What follows belongs to an exercise in optimizing a design on an open flow for small area, a short achievable clock period and few clock cycles per item; a production flow would make more cautious choices. The RTL was checked by simulation tests, not by an equivalence proof against the original design.

==> raven <==
## page_frame_allocator_lru
module page_frame_allocator_lru (
    input  wire logic                aclk,
    input  wire logic                aresetn,
    input  wire logic                s_tvalid,
    output logic                     s_tready,
    input  wire logic [pfa_pkg::S_DATA_W-1:0] s_tdata,    
    output logic                     m_tvalid,
    input  wire logic                m_tready,
    output logic [pfa_pkg::M_DATA_W-1:0]      m_tdata     
);
==> module pfa_dpath, before the edit <==
module pfa_dpath (
    input  wire logic                aclk,
    input  wire logic                aresetn,
    input  wire logic [pfa_pkg::S_DATA_W-1:0] s_tdata,
    input  wire logic                take,
    input  wire logic                out_free,
    output logic                     min_busy,
    output logic [pfa_pkg::M_DATA_W-1:0]      m_tdata
);
    logic [FRAMES-1:0]  used_reg;
    logic [OWNER_W-1:0] owner_reg [FRAMES];
    logic [TIME_W-1:0]  time_reg  [FRAMES];
    logic [FUNC_W-1:0]  in_func;
    logic [PAGE_W-1:0]  in_page;
    logic [OWNER_W-1:0] in_owner;
    logic [TIME_W-1:0]  in_time;
    assign in_func  = s_tdata[2:0];
    assign in_page  = s_tdata[7:3];
    assign in_owner = s_tdata[15:8];
    assign in_time  = s_tdata[47:16];
    logic [FRAMES-1:0]  free_1h;
    logic               free_any;
    logic [IDX_W-1:0]   free_idx;
    assign free_1h  = ~used_reg & (used_reg + 1'b1);
    assign free_any = ~&used_reg;
    always_comb begin
        free_idx = '0;
        for (int i = 0; i < FRAMES; i++) begin
            if (free_1h[i]) free_idx = free_idx | IDX_W'(i);
        end
    end
    logic               is_alloc, is_alloc_own, is_free, is_set_own, is_access;
    logic [FRAMES-1:0]  page_1h;
    assign is_alloc     = take && ((in_func == FN_ALLOC) || (in_func == FN_ALLOC_OWN));
    assign is_alloc_own = take && (in_func == FN_ALLOC_OWN);
    assign is_free      = take && (in_func == FN_FREE);
    assign is_set_own   = take && (in_func == FN_SET_OWNER);
    assign is_access    = take && (in_func == FN_ACCESS);
    always_comb begin
        for (int i = 0; i < FRAMES; i++) page_1h[i] = (in_page == PAGE_W'(i));
    end
    logic [OWNER_W-1:0] own_wdata;
    logic [TIME_W-1:0]  time_wdata;
    logic [FRAMES-1:0]  own_we, time_we;
    assign own_wdata  = aresetn ? in_owner : NO_OWNER;
    assign time_wdata = aresetn ? in_time  : '0;
    always_comb begin
        for (int i = 0; i < FRAMES; i++) begin
            own_we[i]  = !aresetn || (is_alloc_own && free_1h[i]) || (is_set_own && page_1h[i]);
            time_we[i] = !aresetn || (is_alloc_own && free_1h[i]) || (is_access  && page_1h[i]);
        end
    end
    always_ff @(posedge aclk) begin
        for (int i = 0; i < FRAMES; i++) begin
            if (own_we[i])  owner_reg[i] <= own_wdata;
            if (time_we[i]) time_reg[i]  <= time_wdata;
        end
    end
    always_ff @(posedge aclk) begin
        if (!aresetn) begin
            used_reg <= '0;
        end else begin
            for (int i = 0; i < FRAMES; i++) begin
                if (is_alloc && free_1h[i])     used_reg[i] <= 1'b1;
                else if (is_free && page_1h[i]) used_reg[i] <= 1'b0;
            end
        end
    end
    localparam int CNT_W = IDX_W - 1;
    logic [TIME_W-1:0] min_t;
    logic [IDX_W-1:0]  min_i;
    logic              scan;
    logic [CNT_W-1:0]  min_cnt;
    logic              wr;
    logic [IDX_W-1:0]  wr_i;
    assign wr   = is_access || (is_alloc_own && free_any);
    assign wr_i = is_access ? in_page : free_idx;
    logic [TIME_W-1:0] a_t, b_t;
    assign a_t = time_reg[{min_cnt, 1'b0}];
    assign b_t = time_reg[{min_cnt, 1'b1}];
    logic w_lt_m, w_eq_m, b_lt_a, a_lt_m, b_lt_m, a_lt_w, b_lt_w;
    assign w_lt_m = in_time < min_t;
    assign w_eq_m = in_time == min_t;
    assign b_lt_a = b_t < a_t;
    assign a_lt_m = a_t < min_t;
    assign b_lt_m = b_t < min_t;
    assign a_lt_w = a_t < in_time;
    assign b_lt_w = b_t < in_time;
    logic w_own;        
    logic w_beats;      
    logic w_raise;      
    assign w_own   = (wr_i == min_i);
    assign w_beats = w_lt_m || (w_eq_m && (wr_i <= min_i));
    assign w_raise = w_own && !w_lt_m && !w_eq_m;
    logic w_walked, w_here;
    assign w_walked = wr && (wr_i[IDX_W-1:1] < min_cnt);
    assign w_here   = wr && (wr_i[IDX_W-1:1] == min_cnt);
    assign min_busy = scan;
    always_ff @(posedge aclk) begin
        if (!aresetn) begin
            min_t   <= '0;
            min_i   <= '0;
            scan    <= 1'b0;
            min_cnt <= '0;
        end else if (!scan) begin
            if (wr) begin
                if (w_raise) begin
                    scan    <= 1'b1;
                    min_cnt <= '0;
                end else if (w_beats) begin
                    min_t <= in_time;
                    min_i <= wr_i;
                end
            end
        end else begin
            if (w_walked && w_raise) begin
                min_cnt <= '0;
            end else if (!w_here) begin
                min_cnt <= min_cnt + 1'b1;
                if (min_cnt == '1) scan <= 1'b0;
                if (w_walked && w_beats) begin
                    if (b_lt_a ? b_lt_w : a_lt_w) begin
                        min_t <= b_lt_a ? b_t : a_t;
                        min_i <= {min_cnt, b_lt_a};
                    end else begin
                        min_t <= in_time;
                        min_i <= wr_i;
                    end
                end else begin
                    if ((min_cnt == '0) || (b_lt_a ? b_lt_m : a_lt_m)) begin
                        min_t <= b_lt_a ? b_t : a_t;
                        min_i <= {min_cnt, b_lt_a};
                    end
                end
            end
        end
    end
    logic [M_DATA_W-2:0] r_res;
    always_comb begin
        r_res = '0;
        case (in_func)
            FN_ALLOC, FN_ALLOC_OWN: begin
                r_res[FRAME_W-1:0] = free_idx;
                r_res[5]           = free_any;
            end
            FN_TEST:      r_res[6]    = used_reg[in_page];
            FN_VICTIM: begin
                r_res[FRAME_W-1:0] = min_i;
                r_res[5]           = 1'b1;
            end
            FN_GET_OWNER: r_res[14:7] = owner_reg[in_page];
            default: ;
        endcase
    end
    logic [M_DATA_W-2:0] out_reg;
    always_ff @(posedge aclk) begin
        if (out_free) begin
            out_reg <= r_res;
        end
    end
    assign m_tdata = {1'b0, out_reg};
endmodule
Settings: LEC_CHECK=0, CAP_MARGIN=20, CORE_MARGIN=2, CORE_UTILIZATION=40, SLEW_MARGIN=20; clock period 5.0 ns.
run.sh (not shown) runs the stock make flow with config.mk's settings and CLKGATE_MAP_FILE= SYNTH_SCRIPT=/design/flow/synth_recipe.tcl, a recipe that flattens the netlist after the stock synthesis.
==> tundra: changes against raven <==
--- a/flow/design.v
+++ b/flow/design.v
@@ -93,24 +93,32 @@
         end
     end
-    localparam int CNT_W = IDX_W - 1;
+    localparam int GRP   = 2;                   
+    localparam int NGRP  = FRAMES / GRP;
+    localparam int GIX_W = $clog2(GRP);
+    localparam int CNT_W = $clog2(NGRP) + 1;    
     logic [TIME_W-1:0] min_t;
     logic [IDX_W-1:0]  min_i;
     logic              scan;
-    logic [CNT_W-1:0]  min_cnt;
+    logic [CNT_W-1:0]  rd_cnt;      
+    logic [CNT_W-1:0]  mg_cnt;      
+    logic              g_v;         
+    logic [TIME_W-1:0] ga_t, gb_t;
     logic              wr;
     logic [IDX_W-1:0]  wr_i;
+    logic [CNT_W-1:0]  wr_g;
     assign wr   = is_access || (is_alloc_own && free_any);
     assign wr_i = is_access ? in_page : free_idx;
-    logic [TIME_W-1:0] a_t, b_t;
-    assign a_t = time_reg[{min_cnt, 1'b0}];
-    assign b_t = time_reg[{min_cnt, 1'b1}];
-    logic w_lt_m, w_eq_m, b_lt_a, a_lt_m, b_lt_m, a_lt_w, b_lt_w;
+    assign wr_g = CNT_W'(wr_i[IDX_W-1:GIX_W]);
+    logic              gb_lt_ga;
+    logic [TIME_W-1:0] g_t;
+    logic [IDX_W-1:0]  g_i;
+    assign gb_lt_ga = gb_t < ga_t;
+    assign g_t      = gb_lt_ga ? gb_t : ga_t;
+    assign g_i      = {mg_cnt[CNT_W-2:0], gb_lt_ga};
+    logic w_lt_m, w_eq_m, g_lt_m, g_lt_w;
     assign w_lt_m = in_time < min_t;
     assign w_eq_m = in_time == min_t;
-    assign b_lt_a = b_t < a_t;
-    assign a_lt_m = a_t < min_t;
-    assign b_lt_m = b_t < min_t;
-    assign a_lt_w = a_t < in_time;
-    assign b_lt_w = b_t < in_time;
+    assign g_lt_m = gb_lt_ga ? (gb_t < min_t)   : (ga_t < min_t);
+    assign g_lt_w = gb_lt_ga ? (gb_t < in_time) : (ga_t < in_time);
     logic w_own;        
     logic w_beats;      
@@ -119,19 +127,25 @@
     assign w_beats = w_lt_m || (w_eq_m && (wr_i <= min_i));
     assign w_raise = w_own && !w_lt_m && !w_eq_m;
-    logic w_walked, w_here;
-    assign w_walked = wr && (wr_i[IDX_W-1:1] < min_cnt);
-    assign w_here   = wr && (wr_i[IDX_W-1:1] == min_cnt);
+    logic w_merged, w_in_g, w_in_rd, rd_on;
+    assign w_merged = wr && (wr_g < mg_cnt);
+    assign w_in_g   = wr && g_v && (wr_g == mg_cnt);
+    assign w_in_rd  = wr && (wr_g == rd_cnt);
+    assign rd_on    = (rd_cnt != CNT_W'(NGRP));
     assign min_busy = scan;
     always_ff @(posedge aclk) begin
         if (!aresetn) begin
-            min_t   <= '0;
-            min_i   <= '0;
-            scan    <= 1'b0;
-            min_cnt <= '0;
+            min_t  <= '0;
+            min_i  <= '0;
+            scan   <= 1'b0;
+            rd_cnt <= '0;
+            mg_cnt <= '0;
+            g_v    <= 1'b0;
         end else if (!scan) begin
+            rd_cnt <= '0;
+            mg_cnt <= '0;
+            g_v    <= 1'b0;
             if (wr) begin
                 if (w_raise) begin
-                    scan    <= 1'b1;
-                    min_cnt <= '0;
+                    scan <= 1'b1;
                 end else if (w_beats) begin
                     min_t <= in_time;
@@ -139,26 +153,39 @@
                 end
             end
+        end else if (w_merged && w_raise) begin
+            rd_cnt <= '0;
+            mg_cnt <= '0;
+            g_v    <= 1'b0;
         end else begin
-            if (w_walked && w_raise) begin
-                min_cnt <= '0;
-            end else if (!w_here) begin
-                min_cnt <= min_cnt + 1'b1;
-                if (min_cnt == '1) scan <= 1'b0;
-                if (w_walked && w_beats) begin
-                    if (b_lt_a ? b_lt_w : a_lt_w) begin
-                        min_t <= b_lt_a ? b_t : a_t;
-                        min_i <= {min_cnt, b_lt_a};
-                    end else begin
-                        min_t <= in_time;
-                        min_i <= wr_i;
-                    end
+            if (g_v && !w_in_g) begin
+                mg_cnt <= mg_cnt + 1'b1;
+                if (mg_cnt == CNT_W'(NGRP - 1)) scan <= 1'b0;
+            end
+            if (w_in_g) begin
+                rd_cnt <= mg_cnt;
+                g_v    <= 1'b0;
+            end else if (rd_on && !w_in_rd) begin
+                rd_cnt <= rd_cnt + 1'b1;
+                g_v    <= 1'b1;
+            end else begin
+                g_v    <= 1'b0;
+            end
+            if (w_merged && w_beats) begin
+                if (g_v && !w_in_g && g_lt_w) begin
+                    min_t <= g_t;
+                    min_i <= g_i;
                 end else begin
-                    if ((min_cnt == '0) || (b_lt_a ? b_lt_m : a_lt_m)) begin
-                        min_t <= b_lt_a ? b_t : a_t;
-                        min_i <= {min_cnt, b_lt_a};
-                    end
+                    min_t <= in_time;
+                    min_i <= wr_i;
                 end
-            end
-        end
+            end else if (g_v && !w_in_g && ((mg_cnt == '0) || g_lt_m)) begin
+                min_t <= g_t;
+                min_i <= g_i;
+            end
+        end
+    end
+    always_ff @(posedge aclk) begin
+        ga_t <= time_reg[{rd_cnt[CNT_W-2:0], 1'b0}];
+        gb_t <= time_reg[{rd_cnt[CNT_W-2:0], 1'b1}];
     end
     logic [M_DATA_W-2:0] r_res;
==> flow_summary.toml <==
[outcome]
run_status = "finished with violations"
violations = "negative setup slack"

[timing]
worst_slack_ps = -46.0
setup_violations = 17

[finish]
seq_cells = 1370
That was raven.
==> flow_summary.toml <==
[outcome]
run_status = "timing/DRC/antenna clean"

[finish]
seq_cells = 1441
buffer_area_share_pct = 4.27
largestClassByArea = "registers"

[global_routing]
busiest_layer = "met2"

[worst_hold_path]
hold_end = "u_dpath.min_t[21]"

[timing]
setup_violations = 0
worst_slack_ps = 385

[clock_tree]
cts_tree = "built"
That was tundra.
Testbench counts of raven, summed over its fixed seeds: cycles 5,403, items 4,800.
Testbench counts of tundra, summed over its fixed seeds: cycles 5,453, items 4,800.

-- re-timing with driven ports --
The results above use ideal ports. As a check the final layouts listed here were re-extracted and re-timed, cells and wires unchanged. Step 1, drivers: a clkbuf_16 drives aclk and a buf_2 each remaining input, both assumed. Step 2, shift: input delay + t, output delay - t, t = (earliest + latest rising clock arrival at the registers) / 2. This alone moves slack from input paths to output paths. a / b / c = no drivers / after step 1 / after step 2; a / b = the first two.
run	shift t [ns]	setup slack, ns	worst setup path after step 2	clock arrival spread, ns
raven	0.850	-0.046 / -0.046 / -0.074	input to register	0.071 / 0.072
tundra	0.840	0.385 / 0.385 / -0.027	input to register	0.068 / 0.068
With both steps, setup timing fails in tundra, where it was met with ideal ports. The setup slack of tundra, which loses most, moves by 0.000 ns with the drivers and by -0.412 ns with both steps.
